Background: an optimization exercise with open tools, aiming at small area and a short achievable clock period. Do not read the settings as production practice. RTL that was checked went through simulation tests only; none was proved equivalent to the original. Power is estimated from default activity; no workload was simulated.

==> 10-20: inputs <==
// dense2_argmax
module dense2_argmax
(
  input  logic                clk,
  input  logic                rst,
  input  logic                in_valid,
  input  logic                frame_start_in,
  input  logic                frame_end_in,
  input  logic [dense2_pkg::DW-1:0]       dense_input,
  output logic                rom_en,
  output logic [dense2_pkg::AW-1:0]       rom_addr,
  input  logic [dense2_pkg::N_OUT*dense2_pkg::DW-1:0] rom_data,
  output logic                out_valid,
  output logic                frame_start_out,
  output logic                frame_end_out,
  output logic [dense2_pkg::DW-1:0]       logit_out,
  output logic                class_valid,
  output logic [dense2_pkg::IDX_W-1:0]    class_idx,
  output logic                err
);
  localparam int unsigned W = dense2_pkg::ACC_W;
  logic [dense2_pkg::N_ST-1:0]   state;
  logic [dense2_pkg::N_ST-1:0]   state_n;
  logic [dense2_pkg::AW-1:0]     cnt;
  logic              clear;
  logic              take;
  logic              err_c;
  logic              keep_q;
  logic [dense2_pkg::DW-1:0]     sample_q;
  logic [dense2_pkg::IDX_W-1:0]  out_k;
  logic [dense2_pkg::DW-1:0]     best_val;
  logic [dense2_pkg::IDX_W-1:0]  best_idx;
  logic [W-1:0]      acc_s [dense2_pkg::N_OUT];
  logic [W-1:0]      acc_c [dense2_pkg::N_OUT];
  logic st_idle, st_accum, st_bias_rd, st_bias_add, st_out, st_class;
  assign st_idle     = state[dense2_pkg::I_IDLE];
  assign st_accum    = state[dense2_pkg::I_ACCUM];
  assign st_bias_rd  = state[dense2_pkg::I_BIAS_RD];
  assign st_bias_add = state[dense2_pkg::I_BIAS_ADD];
  assign st_out      = state[dense2_pkg::I_OUT];
  assign st_class    = state[dense2_pkg::I_CLASS];
  logic [7:0] b_one, b_two, b_neg;
  always_comb begin
    for (int k = 0; k < 8; k++) begin
      logic x0, x1, x2;
      x0 = (k == 0) ? 1'b0 : sample_q[2*k-1];
      x1 = sample_q[2*k];
      x2 = sample_q[2*k+1];
      b_one[k] = x1 ^ x0;
      b_two[k] = (x2 & ~x1 & ~x0) | (~x2 & x1 & x0);
      b_neg[k] = x2;
    end
  end
  for (genvar k = 0; k < dense2_pkg::N_OUT; k++) begin : g_neuron
    dense2_neuron_acc u_acc (
      .clk     (clk),
      .keep    (keep_q),
      .shift   (st_out),
      .nxt_s   ((k == dense2_pkg::N_OUT - 1) ? '0 : acc_s[(k + 1) % dense2_pkg::N_OUT]),
  ...
Settings: LEC_CHECK=0, ABC_AREA=1, CAP_MARGIN=20, CORE_MARGIN=2, CORE_UTILIZATION=40, PLACE_DENSITY=0.6, SETUP_SLACK_MARGIN=5, SLEW_MARGIN=20; clock period 11.0 ns.
run.sh (not shown) runs the stock make flow with config.mk's settings and CLKGATE_MAP_FILE= SYNTH_SCRIPT=/design/flow/synth_recipe.tcl, a recipe that flattens the netlist after the stock synthesis.
==> 03-01: changes against 10-20 <==
--- a/flow/design.v
+++ b/flow/design.v
@@ -166,28 +166,28 @@
   wire p132 = (((one[7] & w[12]) | (two[7] & w[11])) ^ neg[7]);
   wire p133 = (((one[7] & w[13]) | (two[7] & w[12])) ^ neg[7]);
   wire p134 = (((one[7] & w[14]) | (two[7] & w[13])) ^ neg[7]);
   wire p135 = (((one[7] & w[15]) | (two[7] & w[14])) ^ neg[7]);
   wire p136 = ~(((one[7] & w[15]) | (two[7] & w[15])) ^ neg[7]);
-  wire s137 = neg[1] ^ p3 ^ p18;
-  wire c138 = (neg[1] & p3) | (neg[1] & p18) | (p3 & p18);
-  wire s139 = p4 ^ p19 ^ c138;
-  wire c140 = (p4 & p19) | (p4 & c138) | (p19 & c138);
+  wire s137 = neg[1] ^ p3;
+  wire c138 = neg[1] & p3;
+  wire s139 = p4 ^ p19;
+  wire c140 = p4 & p19;
   wire s141 = neg[2] ^ p5 ^ p20;
   wire c142 = (neg[2] & p5) | (neg[2] & p20) | (p5 & p20);
-  wire s143 = p35 ^ s141 ^ c140;
-  wire c144 = (p35 & s141) | (p35 & c140) | (s141 & c140);
+  wire s143 = p35 ^ c140;
+  wire c144 = p35 & c140;
   wire s145 = p6 ^ p21 ^ p36;
   wire c146 = (p6 & p21) | (p6 & p36) | (p21 & p36);
-  wire s147 = c142 ^ s145 ^ c144;
-  wire c148 = (c142 & s145) | (c142 & c144) | (s145 & c144);
+  wire s147 = c142 ^ s145;
+  wire c148 = c142 & s145;
   wire s149 = neg[3] ^ p7 ^ p22;
   wire c150 = (neg[3] & p7) | (neg[3] & p22) | (p7 & p22);
   wire s151 = p37 ^ p52 ^ c146;
   wire c152 = (p37 & p52) | (p37 & c146) | (p52 & c146);
-  wire s153 = s149 ^ s151 ^ c148;
-  wire c154 = (s149 & s151) | (s149 & c148) | (s151 & c148);
+  wire s153 = s149 ^ c148;
+  wire c154 = s149 & c148;
   wire s155 = p8 ^ p23 ^ p38;
   wire c156 = (p8 & p23) | (p8 & p38) | (p23 & p38);
   wire s157 = p53 ^ c150 ^ s155;
   wire c158 = (p53 & c150) | (p53 & s155) | (c150 & s155);
   wire s159 = c152 ^ s157;
@@ -310,12 +310,12 @@
   wire c276 = (s267 & s269) | (s267 & s271) | (s269 & s271);
   wire s277 = c256 ^ c258 ^ s273;
   wire c278 = (c256 & c258) | (c256 & s273) | (c258 & s273);
   wire s279 = s275 ^ c260 ^ c262;
   wire c280 = (s275 & c260) | (s275 & c262) | (c260 & c262);
-  wire s281 = s277 ^ c264 ^ s279;
-  wire c282 = (s277 & c264) | (s277 & s279) | (c264 & s279);
+  wire s281 = s277 ^ c264;
+  wire c282 = s277 & c264;
   wire s283 = 1'b1 ^ sm[9] ^ cm[9];
   wire c284 = (1'b1 & sm[9]) | (1'b1 & cm[9]) | (sm[9] & cm[9]);
   wire s285 = c266 ^ s283 ^ p33;
   wire c286 = (c266 & s283) | (c266 & p33) | (s283 & p33);
   wire s287 = p48 ^ p63 ^ p78;
@@ -328,12 +328,12 @@
   wire c294 = (s285 & s287) | (s285 & s289) | (s287 & s289);
   wire s295 = c274 ^ s291 ^ c276;
   wire c296 = (c274 & s291) | (c274 & c276) | (s291 & c276);
   wire s297 = s293 ^ c278 ^ s295;
   wire c298 = (s293 & c278) | (s293 & s295) | (c278 & s295);
-  wire s299 = c280 ^ s297 ^ c282;
-  wire c300 = (c280 & s297) | (c280 & c282) | (s297 & c282);
+  wire s299 = c280 ^ s297;
+  wire c300 = c280 & s297;
   wire s301 = sm[10] ^ cm[10] ^ c284;
   wire c302 = (sm[10] & cm[10]) | (sm[10] & c284) | (cm[10] & c284);
   wire s303 = p34 ^ p49 ^ p64;
   wire c304 = (p34 & p49) | (p34 & p64) | (p49 & p64);
   wire s305 = p79 ^ p94 ^ p109;
@@ -360,12 +360,12 @@
   wire c326 = (c306 & s319) | (c306 & s321) | (s319 & s321);
   wire s327 = c308 ^ s323 ^ c310;
   wire c328 = (c308 & s323) | (c308 & c310) | (s323 & c310);
   wire s329 = s325 ^ c312 ^ s327;
   wire c330 = (s325 & c312) | (s325 & s327) | (c312 & s327);
-  wire s331 = c314 ^ s329 ^ c316;
-  wire c332 = (c314 & s329) | (c314 & c316) | (s329 & c316);
+  wire s331 = c314 ^ s329;
+  wire c332 = c314 & s329;
   wire s333 = sm[12] ^ cm[12] ^ c318;
   wire c334 = (sm[12] & cm[12]) | (sm[12] & c318) | (cm[12] & c318);
   wire s335 = p51 ^ p66 ^ p81;
   wire c336 = (p51 & p66) | (p51 & p81) | (p66 & p81);
   wire s337 = p96 ^ p111 ^ p126;
@@ -388,12 +388,12 @@
   wire c354 = (c334 & c336) | (c334 & c338) | (c336 & c338);
   wire s355 = s349 ^ s351 ^ c340;
   wire c356 = (s349 & s351) | (s349 & c340) | (s351 & c340);
   wire s357 = s353 ^ c342 ^ s355;
   wire c358 = (s353 & c342) | (s353 & s355) | (c342 & s355);
-  wire s359 = c344 ^ s357 ^ c346;
-  wire c360 = (c344 & s357) | (c344 & c346) | (s357 & c346);
+  wire s359 = c344 ^ s357;
+  wire c360 = c344 & s357;
   wire s361 = sm[14] ^ cm[14] ^ c348;
   wire c362 = (sm[14] & cm[14]) | (sm[14] & c348) | (cm[14] & c348);
   wire s363 = p68 ^ p83 ^ p98;
   wire c364 = (p68 & p83) | (p68 & p98) | (p83 & p98);
   wire s365 = p113 ^ p128 ^ s361;
@@ -412,12 +412,12 @@
   wire c378 = (p114 & p129) | (p114 & c362) | (p129 & c362);
   wire s379 = c364 ^ s375 ^ c366;
   wire c380 = (c364 & s375) | (c364 & c366) | (s375 & c366);
   wire s381 = s377 ^ c368 ^ s379;
   wire c382 = (s377 & c368) | (s377 & s379) | (c368 & s379);
-  wire s383 = c370 ^ s381 ^ c372;
-  wire c384 = (c370 & s381) | (c370 & c372) | (s381 & c372);
+  wire s383 = c370 ^ s381;
+  wire c384 = c370 & s381;
   wire s385 = sm[16] ^ cm[16] ^ c374;
   wire c386 = (sm[16] & cm[16]) | (sm[16] & c374) | (cm[16] & c374);
   wire s387 = p85 ^ p100 ^ p115;
   wire c388 = (p85 & p100) | (p85 & p115) | (p100 & p115);
   wire s389 = p130 ^ s385 ^ c376;
@@ -432,12 +432,12 @@
   wire c398 = (s395 & p101) | (s395 & p116) | (p101 & p116);
   wire s399 = p131 ^ c386 ^ c388;
   wire c400 = (p131 & c386) | (p131 & c388) | (c386 & c388);
   wire s401 = s397 ^ c390 ^ s399;
   wire c402 = (s397 & c390) | (s397 & s399) | (c390 & s399);
-  wire s403 = c392 ^ s401 ^ c394;
-  wire c404 = (c392 & s401) | (c392 & c394) | (s401 & c394);
+  wire s403 = c392 ^ s401;
+  wire c404 = c392 & s401;
   wire s405 = sm[18] ^ cm[18] ^ c396;
   wire c406 = (sm[18] & cm[18]) | (sm[18] & c396) | (cm[18] & c396);
   wire s407 = p102 ^ p117 ^ p132;
   wire c408 = (p102 & p117) | (p102 & p132) | (p117 & p132);
   wire s409 = s405 ^ c398 ^ s407;
@@ -448,32 +448,32 @@
   wire c414 = (1'b1 & sm[19]) | (1'b1 & cm[19]) | (sm[19] & cm[19]);
   wire s415 = s413 ^ p118 ^ p133;
   wire c416 = (s413 & p118) | (s413 & p133) | (p118 & p133);
   wire s417 = c406 ^ c408 ^ s415;
   wire c418 = (c406 & c408) | (c406 & s415) | (c408 & s415);
-  wire s419 = c410 ^ s417 ^ c412;
-  wire c420 = (c410 & s417) | (c410 & c412) | (s417 & c412);
+  wire s419 = c410 ^ s417;
+  wire c420 = c410 & s417;
   wire s421 = sm[20] ^ cm[20] ^ c414;
   wire c422 = (sm[20] & cm[20]) | (sm[20] & c414) | (cm[20] & c414);
   wire s423 = p119 ^ p134 ^ s421;
   wire c424 = (p119 & p134) | (p119 & s421) | (p134 & s421);
   wire s425 = c416 ^ s423 ^ c418;
   wire c426 = (c416 & s423) | (c416 & c418) | (s423 & c418);
   wire s427 = 1'b1 ^ sm[21] ^ cm[21];
   wire c428 = (1'b1 & sm[21]) | (1'b1 & cm[21]) | (sm[21] & cm[21]);
   wire s429 = s427 ^ p135 ^ c422;
   wire c430 = (s427 & p135) | (s427 & c422) | (p135 & c422);
-  wire s431 = c424 ^ s429 ^ c426;
-  wire c432 = (c424 & s429) | (c424 & c426) | (s429 & c426);
+  wire s431 = c424 ^ s429;
+  wire c432 = c424 & s429;
   wire s433 = sm[22] ^ cm[22] ^ c428;
   wire c434 = (sm[22] & cm[22]) | (sm[22] & c428) | (cm[22] & c428);
   wire s435 = p136 ^ s433 ^ c430;
   wire c436 = (p136 & s433) | (p136 & c430) | (s433 & c430);
   wire s437 = 1'b1 ^ sm[23] ^ cm[23];
   wire c438 = (1'b1 & sm[23]) | (1'b1 & cm[23]) | (sm[23] & cm[23]);
-  wire s439 = s437 ^ c434 ^ c436;
-  wire c440 = (s437 & c434) | (s437 & c436) | (c434 & c436);
+  wire s439 = s437 ^ c434;
+  wire c440 = s437 & c434;
   wire s441 = 1'b1 ^ sm[24] ^ cm[24];
   wire c442 = (1'b1 & sm[24]) | (1'b1 & cm[24]) | (sm[24] & cm[24]);
   wire s443 = c438 ^ s441;
   wire c444 = c438 & s441;
   wire s445 = 1'b1 ^ sm[25] ^ cm[25];
@@ -494,14 +494,14 @@
   wire c460 = (c454 & s457) | (c454 & c456) | (s457 & c456);
   wire s461 = 1'b1 ^ sm[29] ^ cm[29];
   wire c462 = (1'b1 & sm[29]) | (1'b1 & cm[29]) | (sm[29] & cm[29]);
   wire s463 = c458 ^ s461 ^ c460;
   wire c464 = (c458 & s461) | (c458 & c460) | (s461 & c460);
-  wire [8:0] low_sum = {1'b0, c154, s153, s147, s143, s139, s137, p2, p1} + {1'b0, s159, 1'b0, 1'b0, 1'b0, 1'b0, 1'b0, 1'b0, neg[0]};
+  wire [8:0] low_sum = {1'b0, c154, s151, c144, s141, c138, p18, p2, p1} + {1'b0, s159, s153, s147, s143, s139, s137, 1'b0, neg[0]};
   always_ff @(posedge clk) begin
-    s <= {s463, s459, s455, s451, s447, c440, s439, c432, s431, c420, s419, c404, s403, c384, s383, c360, s359, c332, s331, c300, s299, s281, c248, c232, c218, c204, c192, c180, c170, s169};
-    c <= {1'b0, 1'b0, 1'b0, 1'b0, 1'b0, s443, 1'b0, s435, 1'b0, s425, 1'b0, s411, 1'b0, s393, 1'b0, s371, 1'b0, s345, 1'b0, s315, 1'b0, 1'b0, s263, s247, s231, s217, s203, s191, s179, low_sum[8]};
+    s <= {s463, s459, s455, s451, s447, c440, c436, c432, c426, c420, c412, c404, c394, c384, c372, c360, c346, c332, c316, c300, c282, s279, c248, c232, c218, c204, c192, c180, c170, s169};
+    c <= {1'b0, 1'b0, 1'b0, 1'b0, 1'b0, s443, s439, s435, s431, s425, s419, s411, s403, s393, s383, s371, s359, s345, s331, s315, s299, s281, s263, s247, s231, s217, s203, s191, s179, low_sum[8]};
   end
 endmodule
 module dense2_argmax
 (
   input  logic                clk,
==> comparison table <==
Run status: 10-20 finished clean; 03-01 finished clean
Met1 WL: 10-20 100300 um; 03-01 106400 um
Capturing instance or port of the critical path: 10-20 rom_en; 03-01 g_neuron[0].u_acc.c[10]$_DFF_P_
GPL Wtd Cong: 10-20 0.8976; 03-01 0.8974
Global router's overall resource usage: 10-20 27.36%; 03-01 26.56%
Kind of start point of the critical path: 10-20 input pin; 03-01 register
Die span in x: 10-20 446.7 um; 03-01 457.9 um
Num rows: 10-20 162; 03-01 166
Routed wl met3: 10-20 26740 um; 03-01 23530 um
Total met2 wirelength after detailed routing: 10-20 132800 um; 03-01 135300 um
Synthesized netlist net count: 10-20 10824; 03-01 11462
Detailed placer's ending HPWL: 10-20 184300 um; 03-01 193300 um
First-pass GRT wire length: 10-20 416700 um; 03-01 428700 um
CP max FO: 10-20 16; 03-01 49
Power Sequential: 10-20 0.00326 W; 03-01 0.00368 W
Comb power frac: 10-20 59.0%; 03-01 57.7%
Simple logic cell fraction of the synthesized area: 10-20 4.235%; 03-01 4.571%
Critical path class: 10-20 input pin to output pin; 03-01 register to register
Worst-path clk slew: 10-20 50 ps; 03-01 60 ps
Placed cell area: 10-20 0.08247 mm2; 03-01 0.08652 mm2
Non-CTS inverters: 10-20 2491; 03-01 2473
The RTL of 03-01 was laid out without a check of its function.

## re-timing with driven ports
No port has a modelled driver above. Below, the same layouts with a new extraction and two added sets of constraints.
Step 1 assumes that a clkbuf_16 drives the clock port and a buf_2 every other input.
Step 2 times the ports against the registers' clock, not the clock port: input delays grow and output delays shrink by t, the midpoint of the rising clock arrivals with the driver on.
Slacks: ideal ports / drivers / drivers and shift; pairs: ideal ports / drivers.
run	t, ns	setup WS [ns]	worst setup path at the end	latest minus earliest clock arrival (ns)	worst register clock-pin slew, ns
10-20	0.813	5.026 / 5.000 / 4.256	input to register	0.048 / 0.048	0.07 / 0.07
03-01	0.819	5.053 / 5.023 / 4.546	input to register	0.116 / 0.116	0.07 / 0.07
After both steps setup and hold are still met in every run listed. The setup slack of 10-20, which loses most, moves by -0.026 ns with the drivers and by -0.770 ns with both steps.
